This design comes from an exercise in tuning for small area and few clock cycles per item on the open sky130 flow, not from production work.
The RTL was checked by simulation tests, not by an equivalence proof against the original design.
The clock port is modelled as an ideal driver; clocking choices that lean on that would not hold on a real chip.
No activity file was given, so power comes from the tool's default toggle rates.

==> flow/design.v (outline; a module is shown in full before it is edited, if it fits) <==
// module ldr_mac: 1549 lines
// module ldr_fa: 4 lines
// module ldr_ha: 4 lines
// module ldr_han: 4 lines
// module ldr_hapn: 4 lines
// module ldr_xnor2: 3 lines
// module ldr_xor2: 3 lines
// module ldr_or2: 3 lines
// module ldr_nor2: 3 lines
// module ldr_gtr16: 15 lines
// module ldr_gtbit: 8 lines
// module ldr_eq16: 7 lines
// module ldr_gt16c: 16 lines
// module light_dimmer_ramp_controller: 249 lines
// module ldr_slice: 48 lines
module light_dimmer_ramp_controller
(
    input  wire logic        i_clk,
    input  wire logic        i_rst_n,
    input  wire logic        in_valid,
    output logic             in_ready,
    input  wire logic        in_op,
    input  wire logic [1:0]  in_port,
    input  wire logic        in_payload_on,
    input  wire logic [15:0] in_level_value,
    input  wire logic        in_readback_ok,
    output logic             out_valid,
    input  wire logic        out_ready,
    output logic             out_write_valid,
    output logic      [15:0] out_write_level,
    output logic             out_ramp_running,
    input  wire logic        psel,
    input  wire logic        penable,
    input  wire logic        pwrite,
    input  wire logic [4:0]  paddr,
    input  wire logic [31:0] pwdata,
    output logic      [31:0] prdata,
    output logic             pready
);
  // ...
==> flow/flow/run.sh <==
#!/bin/bash
# The standard layout (the standard.sh: ORFS synthesis through finish), with
# two changes:
#  - the buffer that global placement puts on each input and output port is the
#    smallest buffer cell instead of the one buffer_ports picks itself;
#  - clock tree synthesis builds the tree from clkbuf_4 and clkbuf_8 cells and adds no dummy
#    loads (the tree is small: about 120 flip-flops).
set -euo pipefail
export BUFFER_PORTS_ARGS="-buffer_cell sky130_fd_sc_hd__buf_1"
export CTS_ARGS="-sink_clustering_enable -repair_clock_nets -buf_list {sky130_fd_sc_hd__clkbuf_4 sky130_fd_sc_hd__clkbuf_8} -dont_use_dummy_load"
bash standard.sh > standard.log 2>&1
==> flow/standard.sh <==
#!/bin/bash
# synth_recipe.tcl (not shown) runs the flow's synth.tcl, then flattens the netlist and writes it again
# the make line also repeats each setting of config.mk as NAME=value (left out here)
make -C /OpenROAD-flow-scripts/flow DESIGN_CONFIG=/design/flow/config.mk WORK_HOME=/design/flow/orfs CLKGATE_MAP_FILE= SYNTH_SCRIPT=/design/flow/synth_recipe.tcl "${@:-finish}"
==> flow/config.mk <==
export PLATFORM = sky130hd
export DESIGN_NAME = light_dimmer_ramp_controller
export DESIGN_NICKNAME = light_dimmer_ramp_controller
export VERILOG_FILES = /design/flow/design.v
export SDC_FILE = /design/flow/constraint.sdc
export NUM_CORES = 4
export LEC_CHECK = 0
export CAP_MARGIN = 20
export CORE_MARGIN = 2
export CORE_UTILIZATION = 60
export SLEW_MARGIN = 20
export SYNTH_HIERARCHICAL = 1
==> flow/constraint.sdc <==
create_clock -name core_clock -period 15.0 [get_ports {i_clk}]
set_input_delay 3.0000 -clock core_clock [delete_from_list [all_inputs] [get_ports {i_clk}]]
set_output_delay 3.0000 -clock core_clock [all_outputs]
set_load 0.01 [all_outputs]
==> key figures, run 1 <==
Power and ir drop
  • Pleak: approximately 4.7 nW
  • Final Power: between 0.003 and 0.004 W
  • Combinational power: ~0.0024 W
  • Switching pwr: approximately 0.0017 W
  • Pwr/cell area: 203.3 nW/um^2

Clock tree
  • CTS buffer count: 17
  • TritonCTS Sinks: around 120

Floorplan
  • Die Y: between 150 and 200 um
  • Io pins: 118
  • Core area: roughly 24000 um^2
  • Row count: 57

Layout
  • Layout cells sized above 1: roughly 8.4%
  • Sequential cell count: 122
  • Area Growth Syn to Fin: 3.532%

Placed design
  • Placed cell count: approximately 1800

Timing
  • Relative slew slack: 21.43%

Run status
  • Status: complete, no violations

GRT
  • First-pass GRT wire length: 66.59 mm
  • Top Usage Layer GRT: met2
  • Grt ovf: 0

Setup path
  • Crit Path Category: in -> reg
  • Worst path slowest cell: o211ai_1
  • Cell count along the critical path: 41
  • Cell mode on critical path: fa_1
  • Reg-to-Reg End: r_rem[13]
  • FF-to-FF setup slack: about 4.5 ns

Route
  • Via count: roughly 12000
  • Drc violations: 0
Testbench counts, summed over its fixed seeds: cycles 25,664, items 25,600.
==> module ldr_gtr16, before the edit <==
module ldr_gtr16 (
    input  wire [15:0] a,
    input  wire [15:0] b,
    output wire        y
);
    wire [16:0] g;
    assign g[0] = 1'b0;
    genvar i;
    generate
        for (i = 0; i < 16; i = i + 1) begin : g_bit
            ldr_gtbit u_bit (.a(a[i]), .b(b[i]), .c(g[i]), .y(g[i+1]));
        end
    endgenerate
    assign y = g[16];
endmodule
==> module ldr_gtbit, before the edit <==
module ldr_gtbit (
    input  wire a,
    input  wire b,
    input  wire c,
    output wire y
);
    assign y = (a & ~b) | (a & c) | (~b & c);
endmodule
==> module ldr_gt16c, before the edit <==
module ldr_gt16c (
    input  wire [15:0] a,
    input  wire [15:0] b,
    input  wire        ci,
    output wire        y
);
    wire [16:0] g;
    assign g[0] = ci;
    genvar i;
    generate
        for (i = 0; i < 16; i = i + 1) begin : g_bit
            assign g[i+1] = (a[i] & ~b[i]) | (a[i] & g[i]) | (~b[i] & g[i]);
        end
    endgenerate
    assign y = g[16];
endmodule
==> module light_dimmer_ramp_controller, before the edit <==
module light_dimmer_ramp_controller
(
    input  wire logic        i_clk,
    input  wire logic        i_rst_n,
    input  wire logic        in_valid,
    output logic             in_ready,
    input  wire logic        in_op,
    input  wire logic [1:0]  in_port,
    input  wire logic        in_payload_on,
    input  wire logic [15:0] in_level_value,
    input  wire logic        in_readback_ok,
    output logic             out_valid,
    input  wire logic        out_ready,
    output logic             out_write_valid,
    output logic      [15:0] out_write_level,
    output logic             out_ramp_running,
    input  wire logic        psel,
    input  wire logic        penable,
    input  wire logic        pwrite,
    input  wire logic [4:0]  paddr,
    input  wire logic [31:0] pwdata,
    output logic      [31:0] prdata,
    output logic             pready
);
    logic [1:0]  c_mode;
    logic        c_two;
    logic        c_onmax;
    logic [15:0] c_off;
    logic [15:0] c_min;
    logic [15:0] c_max;
    logic [15:0] c_step;
    logic [15:0] c_grow;
    logic [2:0]  w_idx;
    logic        w_wr;
    logic [7:0]  w_sel;
    assign w_idx  = paddr[4:2];
    assign w_wr   = psel && penable && pwrite;
    assign pready = 1'b1;
    always_comb begin
        for (int i = 0; i < 8; i++)
            w_sel[i] = (w_idx == 3'(i));
    end
    logic [7:0]  w_cen;
    logic [15:0] w_d0;      
    logic [15:0] w_d1;      
    assign w_d0  = pwdata[15:0] & {16{i_rst_n}};
    assign w_d1  = pwdata[15:0] | {16{!i_rst_n}};
    assign w_cen = {8{!i_rst_n}} | ({8{w_wr}} & w_sel);
    always_ff @(posedge i_clk) begin
        if (w_cen[0]) c_mode  <= w_d0[1:0];
        if (w_cen[1]) c_two   <= w_d0[0];
        if (w_cen[2]) c_onmax <= w_d0[0];
        if (w_cen[3]) c_off   <= w_d0;
        if (w_cen[4]) c_min   <= {w_d0[15:12], w_d1[11:8], w_d0[7:0]};
        if (w_cen[5]) c_max   <= {w_d0[15], w_d1[14:13], w_d0[12:11], w_d1[10], w_d0[9:0]};
        if (w_cen[6]) c_step  <= {w_d0[15:9], w_d1[8], w_d0[7:0]};
        if (w_cen[7]) c_grow  <= w_d0;
    end
    logic [15:0] r_lvl;
    logic [15:0] r_rem;
    logic        r_busy;
    logic        r_up;
    logic        r_out_valid;
    logic [2:0]  r_kind;
    localparam logic [2:0] K_NONE = 3'd0;
    localparam logic [2:0] K_LVL  = 3'd1;
    localparam logic [2:0] K_REM  = 3'd2;
    localparam logic [2:0] K_OFF  = 3'd3;
    localparam logic [2:0] K_ZERO = 3'd4;
    localparam logic [2:0] K_ONE  = 3'd5;
    logic w_acc;
    assign in_ready = !r_out_valid || out_ready;
    assign w_acc    = in_valid && in_ready;
    logic w_tick, w_press, w_report, w_switch, w_on;
    assign w_tick   = in_op;
    assign w_press  = !in_op && c_mode == 2'd2 && (in_port == 2'd1 || in_port == 2'd2);
    assign w_report = !in_op && !w_press && in_port == 2'd3;
    assign w_switch = !in_op && !w_press && in_port != 2'd3;
    assign w_on     = c_two ? (in_port == 2'd0) : in_payload_on;
    logic        w_dir;
    logic        w_base_in;
    logic [15:0] w_base;
    logic [15:0] w_s;
    logic [17:0] w_z;
    logic        w_hi;
    logic [15:0] w_v;
    logic        w_gt;
    logic        w_lt;
    logic        w_selmax;
    logic        w_selmin;
    logic        w_selv;
    logic [15:0] w_n;
    logic        w_lim;
    logic        w_max_lt_min;
    assign w_dir     = in_op ? r_up : (in_port == 2'd1);
    assign w_base_in = !in_op && in_readback_ok;
    assign w_s       = {c_step[15:1], c_step[0] | (c_step == 16'd0)};
    ldr_mac u_mac (
        .b  (w_base),
        .g  (c_grow),
        .s  (w_s),
        .dn (!w_dir),
        .z  (w_z)
    );
    assign w_hi = w_z[17] | w_z[16];
    logic w_gt_min;
    ldr_gt16c u_gx (.a(w_v), .b(c_max), .ci(!w_max_lt_min), .y(w_gt));   
    ldr_gt16c u_lx (.a(w_v), .b(c_min), .ci(1'b0), .y(w_gt_min));     
    assign w_lt = !w_gt_min;                                              
    assign w_selmax = w_hi ? w_dir : w_gt;
    assign w_selmin = w_hi ? !w_dir : (!w_gt && w_lt);
    assign w_selv   = !w_hi && !w_gt && !w_lt;
    logic w_eq_mm;
    ldr_eq16 u_emm (.a(c_max), .b(c_min), .y(w_eq_mm));
    assign w_lim = w_hi || (w_dir ? (w_gt || (w_lt && w_eq_mm))
                                  : (w_gt ? w_eq_mm : w_lt));
    logic w_lvl_lt_min;
    logic w_rem_ok_n;
    logic w_rem_ok_l;
    ldr_gtr16 u_mm  (.a(c_min), .b(c_max), .y(w_max_lt_min));
    ldr_gtr16 u_lvl (.a(c_min), .b(r_lvl), .y(w_lvl_lt_min));
    assign w_rem_ok_n = !(w_selmax && w_max_lt_min) && !c_onmax;
    assign w_rem_ok_l = !w_lvl_lt_min && !c_onmax;
    logic w_step;
    logic w_fin_l;      
    assign w_step  = (w_tick && r_busy) || (w_press && in_payload_on);
    assign w_fin_l = w_press && r_busy;
    logic w_l_n, w_l_in, w_l_hold;
    assign w_l_n    = i_rst_n && w_acc && w_step;
    assign w_l_in   = i_rst_n && w_acc && w_report && !r_busy;
    assign w_l_hold = i_rst_n && !(w_acc && (w_step || (w_report && !r_busy)));
    logic w_rin_nz;
    logic w_r_n, w_r_l, w_r_in, w_r_hold;
    assign w_rin_nz = |in_level_value;
    assign w_r_n    = i_rst_n && w_acc && w_step && w_lim && w_rem_ok_n;
    assign w_r_l    = i_rst_n && w_acc && w_fin_l && w_rem_ok_l
                      && !(in_payload_on && w_lim && w_rem_ok_n);
    assign w_r_in   = i_rst_n && w_acc && w_report && w_rin_nz;
    assign w_r_hold = i_rst_n && !w_r_n && !w_r_l && !w_r_in;
    logic w_o_lvl, w_o_rem, w_o_max, w_o_off;
    logic w_remnz;
    assign w_remnz = |r_rem;
    assign w_o_lvl = (r_kind == K_LVL);
    assign w_o_rem = (r_kind == K_REM) && w_remnz;
    assign w_o_max = (r_kind == K_REM) && !w_remnz;
    assign w_o_off = (r_kind == K_OFF);
    logic [15:0] w_lvl_d;
    logic [15:0] w_rem_d;
    logic [15:0] w_out;
    logic [15:0] w_prd;
    genvar gi;
    generate
        for (gi = 0; gi < 16; gi++) begin : g_slice
            ldr_slice u_slice (
                .lvl     (r_lvl[gi]),
                .rem     (r_rem[gi]),
                .inl     (in_level_value[gi]),
                .z       (w_z[gi]),
                .cmax    (c_max[gi]),
                .cmin    (c_min[gi]),
                .coff    (c_off[gi]),
                .cstep   (c_step[gi]),
                .cgrow   (c_grow[gi]),
                .base_in (w_base_in),
                .dn      (!w_dir),
                .selmax  (w_selmax),
                .selmin  (w_selmin),
                .selv    (w_selv),
                .l_n     (w_l_n),
                .l_in    (w_l_in),
                .l_hold  (w_l_hold),
                .r_n     (w_r_n),
                .r_l     (w_r_l),
                .r_in    (w_r_in),
                .r_hold  (w_r_hold),
                .o_lvl   (w_o_lvl),
                .o_rem   (w_o_rem),
                .o_max   (w_o_max),
                .o_off   (w_o_off),
                .rd_off  (w_sel[3]),
                .rd_min  (w_sel[4]),
                .rd_max  (w_sel[5]),
                .rd_step (w_sel[6]),
                .rd_grow (w_sel[7]),
                .base    (w_base[gi]),
                .v       (w_v[gi]),
                .n       (w_n[gi]),
                .lvl_d   (w_lvl_d[gi]),
                .rem_d   (w_rem_d[gi]),
                .out     (w_out[gi]),
                .prd     (w_prd[gi])
            );
        end
    endgenerate
    always_ff @(posedge i_clk) begin
        r_lvl <= w_lvl_d;
        r_rem <= w_rem_d;
    end
    always_ff @(posedge i_clk) begin
        if (!i_rst_n) begin
            r_busy      <= 1'b0;
            r_up        <= 1'b0;
            r_out_valid <= 1'b0;
            r_kind      <= K_NONE;
        end else begin
            if (w_acc) begin
                r_out_valid <= 1'b1;
            end else if (out_ready) begin
                r_out_valid <= 1'b0;
            end
            if (w_acc) begin
                if (w_tick) begin
                    if (r_busy) begin
                        r_kind <= K_LVL;
                        if (w_lim) r_busy <= 1'b0;
                    end else begin
                        r_kind <= K_NONE;
                    end
                end else if (w_press) begin
                    if (in_payload_on) begin
                        r_up   <= w_dir;
                        r_kind <= K_LVL;
                        r_busy <= !w_lim;
                    end else begin
                        r_kind <= K_NONE;
                        r_busy <= 1'b0;
                    end
                end else if (w_report) begin
                    r_kind <= K_NONE;
                end else if (c_two && !in_payload_on) begin
                    r_kind <= K_NONE;
                end else if (c_mode == 2'd1 || c_mode == 2'd2) begin
                    r_kind <= w_on ? K_REM : K_OFF;
                end else begin
                    r_kind <= w_on ? K_ONE : K_ZERO;
                end
            end
        end
    end
    assign out_valid        = r_out_valid;
    assign out_ramp_running = r_busy;
    assign out_write_valid  = (r_kind != K_NONE);
    assign out_write_level  = {w_out[15:1], w_out[0] | (r_kind == K_ONE)};
    assign prdata[31:16] = 16'd0;
    assign prdata[15:2]  = w_prd[15:2];
    assign prdata[1]     = w_prd[1] | (w_sel[0] & c_mode[1]);
    assign prdata[0]     = w_prd[0] | (w_sel[0] & c_mode[0]) | (w_sel[1] & c_two)
                         | (w_sel[2] & c_onmax);
endmodule
==> run 2: changes to the inputs <==
--- a/flow/design.v
+++ b/flow/design.v
@@ -1190,17 +1190,17 @@
     assign q285 = ~s[13];
     assign a286 = b[14] ^ ~dn;
     assign q287 = ~s[14];
     assign a288 = b[15] ^ ~dn;
     assign q289 = ~s[15];
     ldr_han u_s290 (.a(p14), .b(p29), .s(s290), .co(c291));
     ldr_fa u_s292 (.a(p15), .b(p30), .c(p45), .s(s292), .co(c293));
     ldr_han u_s294 (.a(p60), .b(p75), .s(s294), .co(c295));
-    ldr_fa u_s296 (.a(k257), .b(p16), .c(p31), .s(s296), .co(c297));
+    ldr_ha u_s296 (.a(p16), .b(p31), .s(s296), .co(c297));
     ldr_fa u_s298 (.a(p46), .b(p61), .c(p76), .s(s298), .co(c299));
     ldr_fa u_s300 (.a(p91), .b(p106), .c(p121), .s(s300), .co(c301));
     ldr_fa u_s302 (.a(q259), .b(p32), .c(p47), .s(s302), .co(c303));
     ldr_fa u_s304 (.a(p62), .b(p77), .c(p92), .s(s304), .co(c305));
     ldr_fa u_s306 (.a(p107), .b(p122), .c(p137), .s(s306), .co(c307));
     ldr_han u_s308 (.a(p152), .b(p167), .s(s308), .co(c309));
     ldr_fa u_s310 (.a(q261), .b(p48), .c(p63), .s(s310), .co(c311));
     ldr_fa u_s312 (.a(p78), .b(p93), .c(p108), .s(s312), .co(c313));
@@ -1228,20 +1228,20 @@
     ldr_fa u_s356 (.a(p179), .b(p194), .c(p209), .s(s356), .co(c357));
     ldr_fa u_s358 (.a(p90), .b(p105), .c(p120), .s(s358), .co(c359));
     ldr_fa u_s360 (.a(p135), .b(p150), .c(p165), .s(s360), .co(c361));
     ldr_fa u_s362 (.a(p180), .b(p195), .c(p210), .s(s362), .co(c363));
     ldr_fa u_s364 (.a(p225), .b(c291), .c(s294), .s(s364), .co(c365));
     ldr_fa u_s366 (.a(p136), .b(p151), .c(p166), .s(s366), .co(c367));
     ldr_fa u_s368 (.a(p181), .b(p196), .c(p211), .s(s368), .co(c369));
     ldr_fa u_s370 (.a(p226), .b(p241), .c(c295), .s(s370), .co(c371));
-    ldr_fa u_s372 (.a(c293), .b(s296), .c(s298), .s(s372), .co(c373));
+    ldr_fa u_s372 (.a(s296), .b(c293), .c(s298), .s(s372), .co(c373));
     ldr_fa u_s374 (.a(p182), .b(p197), .c(p212), .s(s374), .co(c375));
     ldr_fa u_s376 (.a(p227), .b(p242), .c(a258), .s(s376), .co(c377));
-    ldr_fa u_s378 (.a(s308), .b(c297), .c(c299), .s(s378), .co(c379));
+    ldr_fa u_s378 (.a(c297), .b(s308), .c(c299), .s(s378), .co(c379));
     ldr_fa u_s380 (.a(c301), .b(s302), .c(s304), .s(s380), .co(c381));
     ldr_fa u_s382 (.a(p198), .b(p213), .c(p228), .s(s382), .co(c383));
     ldr_fa u_s384 (.a(p243), .b(a260), .c(c309), .s(s384), .co(c385));
     ldr_fa u_s386 (.a(s316), .b(c303), .c(c305), .s(s386), .co(c387));
     ldr_fa u_s388 (.a(c307), .b(s310), .c(s312), .s(s388), .co(c389));
     ldr_fa u_s390 (.a(p184), .b(p199), .c(p214), .s(s390), .co(c391));
     ldr_fa u_s392 (.a(p229), .b(p244), .c(a262), .s(s392), .co(c393));
     ldr_fa u_s394 (.a(c317), .b(c311), .c(c313), .s(s394), .co(c395));
@@ -1572,56 +1572,56 @@
 module ldr_or2 (input wire a, input wire b, output wire y);
     assign y = a | b;
 endmodule
 module ldr_nor2 (input wire a, input wire b, output wire y);
     assign y = ~(a | b);
 endmodule
 module ldr_gtr16 (
     input  wire [15:0] a,
-    input  wire [15:0] b,
+    input  wire [15:0] nb,
     output wire        y
 );
     wire [16:0] g;
     assign g[0] = 1'b0;
     genvar i;
     generate
         for (i = 0; i < 16; i = i + 1) begin : g_bit
-            ldr_gtbit u_bit (.a(a[i]), .b(b[i]), .c(g[i]), .y(g[i+1]));
+            ldr_gtbit u_bit (.a(a[i]), .nb(nb[i]), .c(g[i]), .y(g[i+1]));
         end
     endgenerate
     assign y = g[16];
 endmodule
 module ldr_gtbit (
     input  wire a,
-    input  wire b,
+    input  wire nb,
     input  wire c,
     output wire y
 );
-    assign y = (a & ~b) | (a & c) | (~b & c);
+    assign y = (a & nb) | (a & c) | (nb & c);
 endmodule
 module ldr_eq16 (
     input  wire [15:0] a,
     input  wire [15:0] b,
     output wire        y
 );
     assign y = &(a ~^ b);
 endmodule
 module ldr_gt16c (
     input  wire [15:0] a,
-    input  wire [15:0] b,
+    input  wire [15:0] nb,
     input  wire        ci,
     output wire        y
 );
     wire [16:0] g;
     assign g[0] = ci;
     genvar i;
     generate
         for (i = 0; i < 16; i = i + 1) begin : g_bit
-            assign g[i+1] = (a[i] & ~b[i]) | (a[i] & g[i]) | (~b[i] & g[i]);
+            assign g[i+1] = (a[i] & nb[i]) | (a[i] & g[i]) | (nb[i] & g[i]);
         end
     endgenerate
     assign y = g[16];
 endmodule
 `default_nettype none
 module light_dimmer_ramp_controller
 (
     input  wire logic        i_clk,
@@ -1711,43 +1711,45 @@
     logic        w_gt;
     logic        w_lt;
     logic        w_selmax;
     logic        w_selmin;
     logic        w_selv;
     logic [15:0] w_n;
     logic        w_lim;
     logic        w_max_lt_min;
+    logic [15:0] w_nmax;
+    assign w_nmax = ~c_max;
     assign w_dir     = in_op ? r_up : (in_port == 2'd1);
     assign w_base_in = !in_op && in_readback_ok;
     assign w_s       = {c_step[15:1], c_step[0] | (c_step == 16'd0)};
     ldr_mac u_mac (
         .b  (w_base),
         .g  (c_grow),
         .s  (w_s),
         .dn (!w_dir),
         .z  (w_z)
     );
     assign w_hi = w_z[17] | w_z[16];
     logic w_gt_min;
-    ldr_gt16c u_gx (.a(w_v), .b(c_max), .ci(!w_max_lt_min), .y(w_gt));   
-    ldr_gt16c u_lx (.a(w_v), .b(c_min), .ci(1'b0), .y(w_gt_min));     
+    ldr_gt16c u_gx (.a(w_v), .nb(w_nmax), .ci(!w_max_lt_min), .y(w_gt));   
+    ldr_gt16c u_lx (.a(w_v), .nb(~c_min), .ci(1'b0), .y(w_gt_min));     
     assign w_lt = !w_gt_min;                                              
     assign w_selmax = w_hi ? w_dir : w_gt;
     assign w_selmin = w_hi ? !w_dir : (!w_gt && w_lt);
     assign w_selv   = !w_hi && !w_gt && !w_lt;
     logic w_eq_mm;
     ldr_eq16 u_emm (.a(c_max), .b(c_min), .y(w_eq_mm));
     assign w_lim = w_hi || (w_dir ? (w_gt || (w_lt && w_eq_mm))
                                   : (w_gt ? w_eq_mm : w_lt));
     logic w_lvl_lt_min;
     logic w_rem_ok_n;
     logic w_rem_ok_l;
-    ldr_gtr16 u_mm  (.a(c_min), .b(c_max), .y(w_max_lt_min));
-    ldr_gtr16 u_lvl (.a(c_min), .b(r_lvl), .y(w_lvl_lt_min));
+    ldr_gtr16 u_mm  (.a(c_min), .nb(w_nmax), .y(w_max_lt_min));
+    ldr_gtr16 u_lvl (.a(c_min), .nb(~r_lvl), .y(w_lvl_lt_min));
     assign w_rem_ok_n = !(w_selmax && w_max_lt_min) && !c_onmax;
     assign w_rem_ok_l = !w_lvl_lt_min && !c_onmax;
     logic w_step;
     logic w_fin_l;      
     assign w_step  = (w_tick && r_busy) || (w_press && in_payload_on);
     assign w_fin_l = w_press && r_busy;
     logic w_l_n, w_l_in, w_l_hold;
     assign w_l_n    = i_rst_n && w_acc && w_step;
==> flow/flow/run.sh (replaced) <==
#!/bin/bash
# The standard layout (the standard.sh: ORFS synthesis through finish), with
# two changes:
#  - the buffer that global placement puts on each input and output port is the
#    smallest buffer cell instead of the one buffer_ports picks itself;
#  - clock tree synthesis builds the tree from clkbuf_8 cells and adds no dummy
#    loads (the tree is small: about 120 flip-flops).
set -euo pipefail
export BUFFER_PORTS_ARGS="-buffer_cell sky130_fd_sc_hd__buf_1"
export CTS_ARGS="-sink_clustering_enable -repair_clock_nets -buf_list sky130_fd_sc_hd__clkbuf_8 -dont_use_dummy_load"
bash standard.sh > standard.log 2>&1
==> flow/config.mk (replaced) <==
export PLATFORM = sky130hd
export DESIGN_NAME = light_dimmer_ramp_controller
export DESIGN_NICKNAME = light_dimmer_ramp_controller
export VERILOG_FILES = /design/flow/design.v
export SDC_FILE = /design/flow/constraint.sdc
export NUM_CORES = 4
export LEC_CHECK = 0
export CAP_MARGIN = 0
export CORE_MARGIN = 2
export CORE_UTILIZATION = 60
export SLEW_MARGIN = 0
export SYNTH_HIERARCHICAL = 1
==> key figures, run 2 <==
Hold path
  • Hold crit path type: reg -> reg

Setup path
  • CP Capture Type: flip-flop
  • Crit path DAT: between 10 and 15 ns
  • Crit Path Category: in -> reg
  • Cell mode on critical path: fa_1
  • Largest fanout on the critical path: 17
  • Max stage delay on crit path: between 0.6 and 0.7 ns
  • CP required: around 15 ns
  • Family with the most delay on the worst path: adder cells
  • WP buf/inv: 5
  • Critical path launch point type: input pin
  • Worst path slowest cell: mux2_2

Floorplan
  • Row count: 56 (-1.8%)
  • DIE AREA: roughly 25000 um^2
  • Die Width: between 150 and 200 um
  • Die Y: 159.5 um (-0.41%)
  • Initial core utilization: 61.45%
  • Core area: 23610 um^2 (-2.0%)
  • Io pins: 118 (unchanged)

GRT
  • Vias in the first global route: 11690
  • Antenna violations before repair: 0
  • Pin count of the biggest net entering global routing: 33
  • Grt ovf: 0 (unchanged)
  • Total GRT Usage: 34.29%
  • First-pass GRT wire length: 66.25 mm (-0.52%)

Synth
  • Synth Area per Inst: around 10 um^2
  • Synth warnings: 7
  • Post-Syn Area: approximately 15000 um^2
  • Cells after Synth: between 1000 and 1500

Route
  • Drc violations: 0 (unchanged)
  • Pre-antenna DRT Iters: 9
  • Final WL: ~43 mm
  • Drt via density: around 6.3
  • Via count: 11470 (-0.86%)
  • 1st-iter DRT viols: ~1700
  • Antenna-violating nets left: 0
  • DR WL/cell: 23.57 um

Layout
  • Non-Filler Instances: 1808
  • Nets@finish: about 1800
  • Most frequent cells in the layout: nand2_1, fa_1, inv_1
  • Fill cells: 2025
  • Antenna cells: 0
  • Layout cells sized above 1: 8.395% (+0.012 points)
  • Fin util: ~64%
  • Commonest non-fill, non-tap cell in the layout: nand2_1
  • Area Growth Syn to Fin: 3.725%

Power and ir drop
  • Pleak: 4.542 nW (-2.8%)
  • Seq pwr share: 14.0%
  • Clock power share: under 10%
  • Final Power: 0.003071 W (-0.27%)
  • Pwr/cell area: 204.0 nW/um^2 (+0.38%)
  • VDD IR max: about 130 uV
  • Sw Ratio: between 50% and 60%
  • Internal power: between 0.001 and 0.0015 W
  • Switching pwr: 0.001683 W (+1.5%)
  • Comb pwr share: about 79%

Clock tree
  • TritonCTS clock tree: yes
  • CTS buffer count: 17 (unchanged)
  • Post-CTS Setup Bufs: 0
  • CTS clk-pin slew, worst paths: about 0.050 ns
  • Resized cells post-CTS: 0
  • Post-CTS Hold Fix Bufs: 0
  • TritonCTS Sinks: 122 (unchanged)
  • Skew-Pair Late Insertion Delay: 0.46 ns
  • H-tree depth: 4
  • Clock buffer depth: 2
  • Clock root buffer: clkbuf_8

Timing
  • Relative slew slack: 31.15% (+9.7 points)
  • Final hold vios: 0
  • Slew @ Worst Pin: between 1 and 1.5 ns
  • Final Skew: ~0.028 ns
  • Part of the cycle the worst path needs: 86.92%
  • Min Clock Period, post-route: roughly 13 ns
  • Fin. max-slew vios: 0
  • Max Freq: ~77 MHz
  • RSZ-0062 raised after global routing: no
  • Setup-failing EPs final: 0
  • Setup TNS: 0 ns

Job
  • Max-cap violations: 0

Placed design
  • Final GP Congestion: between 0.9 and 1
  • Count of input and output buffers: just over 80
  • Placed cell count: 1791 (-1.0%)
  • HPWL reported at the end of detailed placement: about 32 mm

Run status
  • Status: complete, no violations
-- run 2: final cells by class --
cell class                 instances  area (um^2)  area share (%)
timing repair buffer             114        548.0           3.641
sequential                       122         3283           21.81
multi-input combinational       1126        10170           67.59
clock buffer                      17        234.0           1.555
inverter                         110        412.9           2.743
tap                              319        399.1           2.652
-- run 2: power groups by stage --
stage          registers [W]  logic (W)  clock network, W
2_1_floorplan       0.000412    0.00203                 0
3_3_place_gp        0.000435    0.00233                 0
3_5_place_dp        0.000436    0.00237                 0
4_1_cts             0.000429    0.00238          0.000216
5_1_grt             0.000434    0.00263          0.000229
6_report            0.000431    0.00243          0.000213
-- run 2: through the flow --
stage / setup slack, ns / hold slack [ns] / area (um^2)
4_1_cts: 2.128 / 0.5426 / 15050
2_1_floorplan: 0.9929 / 0.4767 / 14570
5_1_grt: 1.455 / 0.5711 / 15050
6_report: 1.961 / 0.5433 / 15050
3_3_place_gp: 1.830 / 0.5114 / 14820
3_5_place_dp: 1.662 / 0.5293 / 14820
-- run 2: worst paths after layout --
| check | from | endpoint | slack, ns | depth (start not counted) |
|---|---|---|---|---|
| max | in_op | r_rem[13] | 1.96 | 42 |
| min | r_rem[13] | r_rem[13] | 0.54 | 2 |
| max reg2reg | r_lvl[9] | r_rem[13] | 4.80 | 39 |
| min reg2reg | r_rem[13] | r_rem[13] | 0.54 | 2 |
-- run 2: routing by layer --
metal / track usage (%) / vias to the layer above / share of wire, %
met4: 10.37 / 0 / 2.4
met1: 48.63 / 5727 / 40
met5: 0 / - / 0
met3: 9.690 / 73 / 12
met2: 51.71 / 649 / 46
li1: - / 5018 / -
-- run 2: worst min-delay path, cell delays in order (launching register included) --
cell      delay, ns
dfxtp_1        0.35
a222oi_1       0.09
o21ai_1        0.07
Testbench counts of run 2, summed over its fixed seeds: cycles 25,664, items 25,600.
==> run 3: changes to the inputs <==
--- a/flow/design.v
+++ b/flow/design.v
@@ -1578,10 +1578,11 @@
 module ldr_gtr16 (
     input  wire [15:0] a,
     input  wire [15:0] nb,
+    input  wire        ci,
     output wire        y
 );
     wire [16:0] g;
-    assign g[0] = 1'b0;
+    assign g[0] = ci;
     genvar i;
     generate
         for (i = 0; i < 16; i = i + 1) begin : g_bit
@@ -1717,7 +1718,9 @@
     logic        w_lim;
     logic        w_max_lt_min;
     logic [15:0] w_nmax;
+    logic [15:0] w_nmin;
     assign w_nmax = ~c_max;
+    assign w_nmin = ~c_min;
     assign w_dir     = in_op ? r_up : (in_port == 2'd1);
     assign w_base_in = !in_op && in_readback_ok;
     assign w_s       = {c_step[15:1], c_step[0] | (c_step == 16'd0)};
@@ -1731,7 +1734,7 @@
     assign w_hi = w_z[17] | w_z[16];
     logic w_gt_min;
     ldr_gt16c u_gx (.a(w_v), .nb(w_nmax), .ci(!w_max_lt_min), .y(w_gt));   
-    ldr_gt16c u_lx (.a(w_v), .nb(~c_min), .ci(1'b0), .y(w_gt_min));     
+    ldr_gt16c u_lx (.a(w_v), .nb(w_nmin), .ci(1'b0), .y(w_gt_min));     
     assign w_lt = !w_gt_min;                                              
     assign w_selmax = w_hi ? w_dir : w_gt;
     assign w_selmin = w_hi ? !w_dir : (!w_gt && w_lt);
@@ -1740,13 +1743,13 @@
     ldr_eq16 u_emm (.a(c_max), .b(c_min), .y(w_eq_mm));
     assign w_lim = w_hi || (w_dir ? (w_gt || (w_lt && w_eq_mm))
                                   : (w_gt ? w_eq_mm : w_lt));
-    logic w_lvl_lt_min;
+    logic w_lvl_ge_min;
     logic w_rem_ok_n;
     logic w_rem_ok_l;
-    ldr_gtr16 u_mm  (.a(c_min), .nb(w_nmax), .y(w_max_lt_min));
-    ldr_gtr16 u_lvl (.a(c_min), .nb(~r_lvl), .y(w_lvl_lt_min));
+    ldr_gtr16 u_mm  (.a(c_min), .nb(w_nmax), .ci(1'b0), .y(w_max_lt_min));
+    ldr_gtr16 u_lvl (.a(r_lvl), .nb(w_nmin), .ci(1'b1), .y(w_lvl_ge_min));
     assign w_rem_ok_n = !(w_selmax && w_max_lt_min) && !c_onmax;
-    assign w_rem_ok_l = !w_lvl_lt_min && !c_onmax;
+    assign w_rem_ok_l = w_lvl_ge_min && !c_onmax;
     logic w_step;
     logic w_fin_l;      
     assign w_step  = (w_tick && r_busy) || (w_press && in_payload_on);
==> key figures, run 3 <==
Run status
  • Status: complete, no violations

Floorplan
  • Die Y: 159.5 um (about the same)
  • Core area: 23610 um^2 (unchanged)
  • DIE AREA: 25440 um^2 (about the same)
  • Io pins: 118 (unchanged)
  • Initial core utilization: 61.45% (about the same)
  • Die Width: 159.5 um (about the same)
  • Row count: 56 (unchanged)

Power and ir drop
  • Pwr/cell area: 203.7 nW/um^2 (-0.15%)
  • VDD IR max: 172.3 uV (+29%)
  • Pleak: 4.634 nW (+2.0%)

Timing
  • Max Freq: 76.61 MHz (-0.11%)
  • RSZ-0062 raised after global routing: no
  • Min Clock Period, post-route: 13.05 ns (+0.01412 ns)
  • Final hold vios: 0 (unchanged)
  • Relative slew slack: 32.11% (+0.96 points)
  • Setup-failing EPs final: 0 (unchanged)
  • Setup TNS: 0 ns (unchanged)
  • Part of the cycle the worst path needs: 87.02% (+0.094 points)
  • Final WS setup: 1.947 ns (-0.01412 ns)
  • Fin. max-slew vios: 0 (unchanged)
  • Final Skew: 0.03050 ns (+0.002377 ns)
  • Slew @ Worst Pin: 1.012 ns (-0.01432 ns)

Clock tree
  • Resized cells post-CTS: 0 (unchanged)
  • CTS buffer count: 17 (unchanged)
  • Post-CTS Setup Bufs: 0 (unchanged)
  • Post-CTS Hold Fix Bufs: 0 (unchanged)
  • Clock root buffer: clkbuf_8
  • H-tree depth: 4 (unchanged)
  • Clock buffer depth: 2 (unchanged)
  • TritonCTS Sinks: 122 (unchanged)
  • CTS clk-pin slew, worst paths: 0.06 ns (about the same)
  • TritonCTS clock tree: yes
  • Skew-Pair Late Insertion Delay: 0.46 ns (about the same)

Layout
  • Area Growth Syn to Fin: 3.553%
  • Layout cells sized above 1: 8.610% (+0.22 points)
  • Antenna cells: 0 (unchanged)
  • Nets@finish: 1781 (-0.78%)
  • Commonest non-fill, non-tap cell in the layout: nand2_1
  • Most frequent cells in the layout: nand2_1, fa_1, inv_1

Synth
  • Cells after Synth: 1464 (-0.68%)
  • Synth warnings: 7 (unchanged)
  • Synth Area per Inst: 9.910 um^2 (+0.67%)
  • Post-Syn Area: 14510 um^2 (about the same)

Hold path
  • Worst Hold End: r_up
  • Hold path start: r_up
  • Hold crit path type: reg -> reg
  • Hold path depth: 2 (unchanged)

Setup path
  • Cell mode on critical path: fa_1
  • Critical path launch point type: input pin
  • Crit path DAT: 13.36 ns (+0.02 ns)
  • CP Capture Type: flip-flop
  • Crit Path Category: in -> reg
  • Worst path slowest cell: mux2_2
  • Largest fanout on the critical path: 17 (unchanged)
  • Max stage delay on crit path: 0.69 ns (+0.04 ns)
  • FF-to-FF Start: r_lvl[10]
  • FF-to-FF setup slack: 4.84 ns (+0.04 ns)
  • Reg2reg path depth: 38 (-2.6%)
  • CP required: 15.31 ns (about the same)
  • Reg-to-Reg End: r_rem[8]

Route
  • 1st-iter DRT viols: 1655 (-1.6%)
  • Via count: 11480 (+0.087%)
  • Drt via density: 6.397 (+0.87%)
  • Drc violations: 0 (unchanged)
  • Antenna-violating nets left: 0 (unchanged)
  • Final WL: 43.24 mm (+1.5%)
  • DR WL/cell: 24.10 um (+2.2%)
  • Pre-antenna DRT Iters: 11 (+2)

Placed design
  • Final GP Congestion: 0.9379 (+0.97%)
  • Pre-CTS setup slack: 1.673 ns (+0.01165 ns)
  • HPWL reported at the end of detailed placement: 31.78 mm (-0.84%)
  • Count of input and output buffers: 82 (unchanged)

GRT
  • Antenna violations before repair: 0 (unchanged)
  • First-pass GRT wire length: 66.99 mm (+1.1%)
  • Pin count of the biggest net entering global routing: 40 (+21%)
  • Total GRT Usage: 34.76% (+0.47 points)
  • Grt ovf: 0 (unchanged)
  • Vias in the first global route: 11710 (+0.21%)

Job
  • Max-cap violations: 0 (unchanged)
## run 3: layout make-up
cell class	instances	area, um^2
clock buffer	17	234.0
fill	2013	8588
inverter	94	355.3
multi-input combinational	1128	10200
sequential	122	3283
tap	319	399.1
timing repair buffer	114	548.0
## run 3: layer usage
layer	vias to the layer above	GRT usage (%)	share of wire, %
li1	4993	-	-
met1	5766	50.79	43
met2	650	52.32	45
met3	68	8.648	11
met4	0	9.008	2.0
met5	-	0	0
## run 3: how the worst max path moves through the flow
| stage | to | start | slack, ns |
|---|---|---|---|
| after floorplan | r_rem[0] | in_op | 1.94 |
| after global placement | r_rem[9] | in_op | 1.86 |
| after detailed placement | r_rem[8] | in_op | 1.67 |
| after CTS | r_rem[8] | in_op | 2.12 |
| after global routing | r_rem[8] | in_op | 1.39 |
| final | r_rem[8] | in_op | 1.95 |
## run 3: report_power, final
part           switching (W)  total (W)  internal [W]  leakage (nW)
sequential         0.0000389   0.000426      0.000387          1.12
combinational        0.00152    0.00242      0.000893          3.39
clock               0.000119   0.000219     0.0000995         0.122
## run 3: per-stage QoR
step / utilization (%) / hold slack [ns] / cell area (um^2) / cells / total power (W)
floorplan: - / 0.4857 / 14580 / 1482 / 0.002420
global placement: 62.64 / 0.5013 / 14790 / 1777 / 0.002742
detailed placement: 62.64 / 0.5132 / 14790 / 1777 / 0.002771
CTS: 63.63 / 0.5311 / 15020 / 1794 / 0.002995
global route: 63.63 / 0.5490 / 15020 / 1794 / 0.003280
finish: 63.63 / 0.5273 / 15020 / 1794 / 0.003061
## run 3: critical path, delay by kind of cell
family / cells / cell delay [ns]
adder cells (fa/ha/maj): 8 / 3.09
AO/OA/AOI/OAI: 14 / 2.84
AND/OR/NAND/NOR: 11 / 1.98
multiplexers: 2 / 0.99
buffers and inverters: 3 / 0.74
XOR/XNOR: 2 / 0.71
Testbench counts of run 3, summed over its fixed seeds: cycles 25,664, items 25,600.
==> run 4: changes to the inputs <==
==> flow/flow/run.sh (replaced) <==
#!/bin/bash
# The standard layout (the standard.sh: ORFS synthesis through finish), with
# these changes:
#  - the buffer that global placement puts on each input and output port is the
#    smallest buffer cell instead of the one buffer_ports picks itself;
#  - clock tree synthesis builds the tree from clkbuf_4 cells and adds no dummy
#    loads (the tree is small: about 120 flip-flops); then clock_upsize.tcl
#    turns each clkbuf_4 whose loads would see too slow a clock edge into a
#    clkbuf_8, before routing.
set -euo pipefail
export BUFFER_PORTS_ARGS="-buffer_cell sky130_fd_sc_hd__buf_1"
export CTS_ARGS="-sink_clustering_enable -repair_clock_nets -buf_list sky130_fd_sc_hd__clkbuf_4 -dont_use_dummy_load"
bash standard.sh cts > standard_cts.log 2>&1
openroad -no_init -exit flow/clock_upsize.tcl > clock_upsize.log 2>&1
bash standard.sh > standard.log 2>&1
==> flow/flow/clock_upsize.tcl (new file) <==
# After clock tree synthesis: a clkbuf_4 of the clock tree whose loads would see
# a clock slew above 105 ps (estimated from placement) becomes a clkbuf_8; the
# cells are then legalized again and the result replaces 4_cts.odb.
set results orfs/results/sky130hd/light_dimmer_ramp_controller/base
read_liberty $::env(FLOW_HOME)/platforms/sky130hd/lib/sky130_fd_sc_hd__tt_025C_1v80.lib
read_db $results/4_cts.odb
read_sdc $results/4_cts.sdc
source $::env(FLOW_HOME)/platforms/sky130hd/setRC.tcl
estimate_parasitics -placement

set big [[ord::get_db] findMaster sky130_fd_sc_hd__clkbuf_8]
set n 0
foreach inst [[ord::get_db_block] getInsts] {
  if {[[$inst getMaster] getName] ne "sky130_fd_sc_hd__clkbuf_4"} { continue }
  set net [[$inst findITerm X] getNet]
  set worst 0
  foreach it [$net getITerms] {
    if {[$it isOutputSignal]} { continue }
    set p [get_pins "[[$it getInst] getName]/[[$it getMTerm] getName]"]
    set s [get_property $p slew_max]
    if {$s > $worst} { set worst $s }
  }
  if {$worst > 0.105} {
    puts "upsize [$inst getName]: worst load slew $worst ns"
    $inst swapMaster $big
    incr n
  }
}
puts "upsized $n clock buffers"
detailed_placement
check_placement -verbose
estimate_parasitics -placement
report_clock_skew
write_db $results/4_cts.odb
==> key figures, run 4 <==
Run status
  • Status: complete, no violations

Setup path
  • FF-to-FF Start: r_lvl[10]
  • Worst path slowest cell: mux2_2
  • Reg2reg path depth: 38 (unchanged)
  • Crit Path Category: in -> reg
  • Largest fanout on the critical path: 17 (unchanged)
  • Reg-to-Reg End: r_rem[8]
  • CP required: 15.29 ns (-0.02 ns)
  • Cell mode on critical path: fa_1
  • Crit path DAT: 13.33 ns (-0.03 ns)
  • CP Capture Type: flip-flop
  • FF-to-FF setup slack: 4.86 ns (+0.02 ns)
  • Critical path launch point type: input pin
  • Family with the most delay on the worst path: adder cells
  • WP buf/inv: 3 (unchanged)
  • Max stage delay on crit path: 0.69 ns (about the same)

Timing
  • Fin. max-slew vios: 0 (unchanged)
  • Setup TNS: 0 ns (unchanged)
  • Part of the cycle the worst path needs: 86.92% (-0.098 points)
  • Final Skew: 0.02873 ns (-0.001765 ns)
  • Setup-failing EPs final: 0 (unchanged)
  • Max Freq: 76.70 MHz (+0.11%)
  • Min Clock Period, post-route: 13.04 ns (-0.01464 ns)
  • Final hold vios: 0 (unchanged)
  • Relative slew slack: 30.06% (-2.1 points)
  • Slew @ Worst Pin: 1.043 ns (+0.03062 ns)
  • RSZ-0062 raised after global routing: no

Power and ir drop
  • Pleak: 4.598 nW (-0.78%)
  • Internal power: 0.001340 W (-2.9%)
  • Sw Ratio: 55.38% (+0.45 points)
  • Clock power share: 5.8% (-1.3 points)
  • VDD IR max: 169.8 uV (-1.5%)
  • Switching pwr: 0.001663 W (-1.1%)
  • Comb pwr share: 80.1% (+1.2 points)
  • Seq pwr share: 14.2% (+0.3 points)
  • Pwr/cell area: 201.1 nW/um^2 (-1.3%)

Synth
  • Synth warnings: 7 (unchanged)
  • Cells after Synth: 1464 (unchanged)
  • Synth Area per Inst: 9.910 um^2 (unchanged)
  • Post-Syn Area: 14510 um^2 (unchanged)

Hold path
  • Hold crit path type: reg -> reg
  • Hold path depth: 2 (unchanged)
  • Hold path start: r_up
  • Worst Hold End: r_up

GRT
  • GR Layer Usage met1: 50.52% (-0.26 points)
  • GR Util met3: 9.013% (+0.36 points)
  • Met2 global-route usage: 52.42% (+0.098 points)
  • Total GRT Usage: 34.74% (about the same)
  • Top Usage Layer GRT: met2
  • Grt ovf: 0 (unchanged)
  • Pin count of the biggest net entering global routing: 40 (unchanged)
  • Antenna violations before repair: 0 (unchanged)
  • First-pass GRT wire length: 66.97 mm (about the same)
  • Vias in the first global route: 11720 (+0.060%)

Clock tree
  • Resized cells post-CTS: 0 (unchanged)
  • Skew-Pair Late Insertion Delay: 0.43 ns (-0.03 ns)
  • CTS buffer count: 17 (unchanged)
  • CTS clk-pin slew, worst paths: 0.08 ns (+0.02 ns)
  • Clock root buffer: clkbuf_4
  • TritonCTS clock tree: yes
  • Clock buffer depth: 2 (unchanged)
  • Post-CTS Hold Fix Bufs: 0 (unchanged)
  • H-tree depth: 4 (unchanged)
  • Post-CTS Setup Bufs: 0 (unchanged)
  • TritonCTS Sinks: 122 (unchanged)

Layout
  • Antenna cells: 0 (unchanged)
  • Area occupied by multi-input gates: 10200 um^2 (unchanged)
  • Nets@finish: 1781 (unchanged)
  • Fin util: 63.26% (-0.37 points)
  • Most frequent cells in the layout: nand2_1, fa_1, inv_1
  • Area Growth Syn to Fin: 2.949%
  • Seq. cell area: 3283 um^2 (unchanged)
  • Commonest non-fill, non-tap cell in the layout: nand2_1
  • Fill cells: 2015 (+0.099%)
  • Layout cells sized above 1: 8.610% (unchanged)

Placed design
  • Count of input and output buffers: 82 (unchanged)
  • Final GP Congestion: 0.9379 (unchanged)
  • HPWL reported at the end of detailed placement: 31.78 mm (unchanged)

Route
  • Drt via density: 6.445 (+0.74%)
  • Pre-antenna DRT Iters: 10 (-1)
  • Antenna-violating nets left: 0 (unchanged)
  • Drc violations: 0 (unchanged)
  • Final WL: 43.30 mm (+0.15%)
  • Via count: 11560 (+0.74%)
  • 1st-iter DRT viols: 1599 (-3.4%)
  • DR WL/cell: 24.14 um (+0.15%)

Job
  • Max-cap violations: 0 (unchanged)

Floorplan
  • Die Y: 159.5 um (unchanged)
  • Core area: 23610 um^2 (unchanged)
  • Row count: 56 (unchanged)
  • Io pins: 118 (unchanged)
  • Initial core utilization: 61.45% (unchanged)
  • Die Width: 159.5 um (unchanged)
  • DIE AREA: 25440 um^2 (unchanged)
[run 4: changes by cell type in the layout (fill, tap and decap cells not counted)]
| cell | delta |
|---|---|
| clkbuf_4 | +14 |
| clkbuf_8 | -14 |
[run 4: worst max-delay path by stage]
| stage | startpoint | end | slack (ns) | cells past startpoint |
|---|---|---|---|---|
| finish | in_op | r_rem[8] | 1.96 | 40 |
| global route | in_op | r_rem[8] | 1.41 | 40 |
| global placement | in_op | r_rem[9] | 1.86 | 38 |
| detailed placement | in_op | r_rem[8] | 1.67 | 40 |
| CTS | in_op | r_rem[8] | 2.22 | 40 |
| floorplan | in_op | r_rem[0] | 1.94 | 41 |
[run 4: worst reg2reg max path, delay by kind of cell, from the launching register on]
family                   cells  cell delay [ns]
adder cells (fa/ha/maj)      8             3.04
AO/OA/AOI/OAI               14             2.83
AND/OR/NAND/NOR             10             1.56
multiplexers                 2             0.91
XOR/XNOR                     2             0.71
buffers and inverters        2             0.50
flip-flops                   1             0.44
[run 4: stage by stage]
| step | hold WS [ns] | total power [W] | setup WS (ns) | instance area [um^2] | instances |
|---|---|---|---|---|---|
| final | 0.5350 | 0.003003 | 1.962 | 14940 | 1794 |
| after global placement | 0.5013 | 0.002742 | 1.857 | 14790 | 1777 |
| after detailed placement | 0.5132 | 0.002771 | 1.673 | 14790 | 1777 |
| after global routing | 0.5562 | 0.003237 | 1.408 | 14940 | 1794 |
| after CTS | 0.5363 | 0.002940 | 2.224 | 14920 | 1794 |
| after floorplan | 0.4857 | 0.002420 | 1.941 | 14580 | 1482 |
[run 4: power groups by stage]
stage                     registers [W]  clock network [W]  logic (W)
after global placement         0.000431                  0    0.00231
after floorplan                0.000411                  0    0.00201
final                          0.000426           0.000173    0.00240
after detailed placement       0.000432                  0    0.00234
after CTS                      0.000424           0.000164    0.00235
after global routing           0.000428           0.000190    0.00262
[run 4: final cells by class]
cell class                 count  area share, %
tap                          319          2.672
timing repair buffer         114          3.669
inverter                      94          2.379
multi-input combinational   1128          68.32
sequential                   122          21.98
clock buffer                  17         0.9801
[run 4: per-layer routing]
layer,vias up,share of wire [%]
met5,-,0
met4,0,1.9
met3,72,12
met2,707,45
met1,5793,42
li1,4990,-
==> run 5: changes to the inputs <==
--- a/flow/flow/run.sh
+++ b/flow/flow/run.sh
@@ -6,9 +6,12 @@
 #  - clock tree synthesis builds the tree from clkbuf_4 cells and adds no dummy
 #    loads (the tree is small: about 120 flip-flops); then clock_upsize.tcl
 #    turns each clkbuf_4 whose loads would see too slow a clock edge into a
-#    clkbuf_8, before routing.
+#    clkbuf_8, before routing;
+#  - floorplanning keeps synthesis's tie cells instead of giving every load of
+#    a constant its own tie cell.
 set -euo pipefail
 export BUFFER_PORTS_ARGS="-buffer_cell sky130_fd_sc_hd__buf_1"
+export SKIP_REPAIR_TIE_FANOUT=1
 export CTS_ARGS="-sink_clustering_enable -repair_clock_nets -buf_list sky130_fd_sc_hd__clkbuf_4 -dont_use_dummy_load"
 bash standard.sh cts > standard_cts.log 2>&1
 openroad -no_init -exit flow/clock_upsize.tcl > clock_upsize.log 2>&1
==> key figures, run 5 <==
Power and ir drop
  • Pleak: 4.548 nW (-1.1%)
  • Pwr/cell area: 200.5 nW/um^2 (-0.26%)
  • VDD IR max: 189.0 uV (+11%)

GRT
  • Pin count of the biggest net entering global routing: 40 (unchanged)
  • Grt ovf: 0 (unchanged)
  • Total GRT Usage: 34.89% (+0.15 points)
  • Vias in the first global route: 11600 (-1.0%)
  • Antenna violations before repair: 0 (unchanged)
  • First-pass GRT wire length: 67.10 mm (+0.19%)

Setup path
  • WP buf/inv: 3 (unchanged)
  • Largest fanout on the critical path: 17 (unchanged)
  • CP Capture Type: flip-flop
  • Crit Path Category: in -> reg
  • Worst path slowest cell: mux2_2
  • Crit path DAT: 13.31 ns (-0.02 ns)
  • CP required: 15.28 ns (about the same)
  • Cell mode on critical path: fa_1
  • Max stage delay on crit path: 0.67 ns (-0.02 ns)
  • Critical path launch point type: input pin
  • Family with the most delay on the worst path: adder cells

Timing
  • Setup TNS: 0 ns (unchanged)
  • Setup-failing EPs final: 0 (unchanged)
  • Relative slew slack: 13.87% (-16 points)
  • Min Clock Period, post-route: 13.03 ns (-0.006460 ns)
  • Slew @ Worst Pin: 1.287 ns (+0.2443 ns)
  • Part of the cycle the worst path needs: 86.88% (about the same)
  • Max Freq: 76.74 MHz (about the same)
  • Final WS setup: 1.968 ns (+0.006460 ns)
  • Final Skew: 0.02626 ns (-0.002476 ns)
  • RSZ-0062 raised after global routing: no
  • Final hold vios: 0 (unchanged)
  • Fin. max-slew vios: 0 (unchanged)

Floorplan
  • Die Width: 159.5 um (unchanged)
  • DIE AREA: 25440 um^2 (unchanged)
  • Io pins: 118 (unchanged)
  • Die Y: 159.5 um (unchanged)
  • Core area: 23610 um^2 (unchanged)
  • Initial core utilization: 61.45% (unchanged)
  • Row count: 56 (unchanged)

Run status
  • Status: complete, no violations

Clock tree
  • CTS buffer count: 17 (unchanged)
  • Skew-Pair Late Insertion Delay: 0.42 ns (about the same)
  • Post-CTS Setup Bufs: 0 (unchanged)
  • Resized cells post-CTS: 0 (unchanged)
  • Post-CTS Hold Fix Bufs: 0 (unchanged)
  • CTS clk-pin slew, worst paths: 0.09 ns (about the same)
  • Clock root buffer: clkbuf_4
  • Clock buffer depth: 2 (unchanged)
  • TritonCTS Sinks: 122 (unchanged)
  • TritonCTS clock tree: yes
  • H-tree depth: 4 (unchanged)

Layout
  • Non-Filler Instances: 1777 (-0.95%)
  • Commonest non-fill, non-tap cell in the layout: nand2_1
  • Most frequent cells in the layout: nand2_1, fa_1, inv_1
  • Area Growth Syn to Fin: 2.622%
  • Layout cells sized above 1: 8.779% (+0.17 points)
  • Nets@finish: 1764 (-0.95%)
  • Antenna cells: 0 (unchanged)
  • Fill cells: 2052 (+1.8%)

Route
  • Drc violations: 0 (unchanged)
  • DR top layer: met4
  • WL met1: 17.73 mm (-1.5%)
  • Pre-antenna DRT Iters: 9 (-1)
  • Via count: 11530 (-0.26%)
  • Final WL: 43.66 mm (+0.84%)
  • Antenna-violating nets left: 0 (unchanged)
  • DR WL/cell: 24.57 um (+1.8%)
  • 1st-iter DRT viols: 1642 (+2.7%)
  • Drt via density: 6.490 (+0.69%)
  • Met2 WL: 19.70 mm (+1.2%)
  • DR WL met3: 5.455 mm (+8.5%)

Synth
  • Synth Area per Inst: 9.910 um^2 (unchanged)
  • Synth warnings: 7 (unchanged)
  • Post-Syn Area: 14510 um^2 (unchanged)
  • Cells after Synth: 1464 (unchanged)

Placed design
  • Pre-CTS setup slack: 1.639 ns (-0.03416 ns)
  • HPWL reported at the end of detailed placement: 31.94 mm (+0.51%)
  • Placed cell count: 1760 (-0.96%)
  • Final GP Congestion: 0.9468 (+0.95%)
  • Count of input and output buffers: 82 (unchanged)

Hold path
  • Hold crit path type: reg -> reg

Job
  • Max-cap violations: 0 (unchanged)
run 5: worst reg2reg max path, delay by kind of cell, from the launching register on:
| family | cells | cell delay (ns) |
|---|---|---|
| compound gates | 14 | 2.80 |
| xor+xnor | 2 | 0.69 |
| fa+ha+maj | 8 | 3.03 |
| buf+inv | 2 | 0.50 |
| flops | 1 | 0.44 |
| mux | 2 | 0.92 |
| simple gates | 10 | 1.58 |
run 5: cell type report:
class / count / area [um^2] / area share, %
timing repair buffer: 115 / 555.5 / 3.731
inverter: 94 / 355.3 / 2.387
clock buffer: 17 / 158.9 / 1.067
multi-input combinational: 1110 / 10140 / 68.08
sequential: 122 / 3283 / 22.05
tap: 319 / 399.1 / 2.681
run 5: power breakdown:
group | internal [W] | switching, W | total (W) | leakage (nW)
Combinational | 0.000888 | 0.00149 | 0.00238 | 3.34
Sequential | 0.000387 | 0.0000399 | 0.000427 | 1.12
Clock | 0.0000669 | 0.000112 | 0.000179 | 0.0912
run 5: path summary, 6_finish.rpt:
| check | slack, ns | start | cells past startpoint | to |
|---|---|---|---|---|
| setup / recovery | 1.97 | in_op | 40 | r_rem[5] |
| hold / removal | 0.54 | r_up | 2 | r_up |
| setup reg to reg | 4.93 | r_lvl[6] | 38 | r_rem[5] |
| hold reg to reg | 0.54 | r_up | 2 | r_up |
run 5: per-layer routing:
| layer | global-route usage, % | vias up |
|---|---|---|
| li1 | - | 4978 |
| met1 | 50.21 | 5769 |
| met2 | 52.83 | 724 |
| met3 | 9.977 | 61 |
| met4 | 8.058 | 0 |
| met5 | 0 | - |
run 5: per-stage QoR:
step	utilization [%]	power, W	hold slack [ns]	area, um^2
detailed placement	62.38	0.002752	0.5149	14730
CTS	62.92	0.002920	0.5376	14860
floorplan	-	0.002420	0.4857	14510
global route	63.06	0.003209	0.5795	14890
global placement	62.38	0.002729	0.5003	14730
finish	63.06	0.002986	0.5383	14890

-- port drivers added, routing unchanged --
In the flow no input, the clock included, has a driving cell. The finished layouts below were timed again as built, in two steps. Step 1: set_driving_cell puts a clkbuf_16 on i_clk and a buf_2 on each other input, an assumption about the parent block. Step 2 adds t to the input delays and takes it off the output delays; t is the mean of the earliest and latest rising clock arrival at the registers after step 1. Input paths then give back, and output paths get back, about the clock's delay inside the block. Three values: ideal ports, drivers, drivers and shift; two values: the first two.
run | shift t [ns] | setup slack, ns | hold slack, ns | worst setup path at the end | slew at the worst register clock pin (ns)
run 1 | 0.497 | 1.637 / 1.659 / 1.161 | 0.533 / 0.533 / 0.533 | input to register | 0.08 / 0.08
run 2 | 0.482 | 1.961 / 1.985 / 1.503 | 0.543 / 0.543 / 0.543 | input to register | 0.09 / 0.09
run 3 | 0.488 | 1.947 / 1.969 / 1.480 | 0.527 / 0.527 / 0.527 | input to register | 0.09 / 0.09
run 4 | 0.456 | 1.962 / 1.981 / 1.525 | 0.535 / 0.535 / 0.535 | input to register | 0.10 / 0.10
run 5 | 0.446 | 1.968 / 1.987 / 1.541 | 0.538 / 0.538 / 0.538 | input to register | 0.10 / 0.10
After both steps setup and hold are still met in every run listed. For run 1, which loses most, drivers alone change the setup slack by +0.022 ns; drivers and shift together by -0.476 ns.
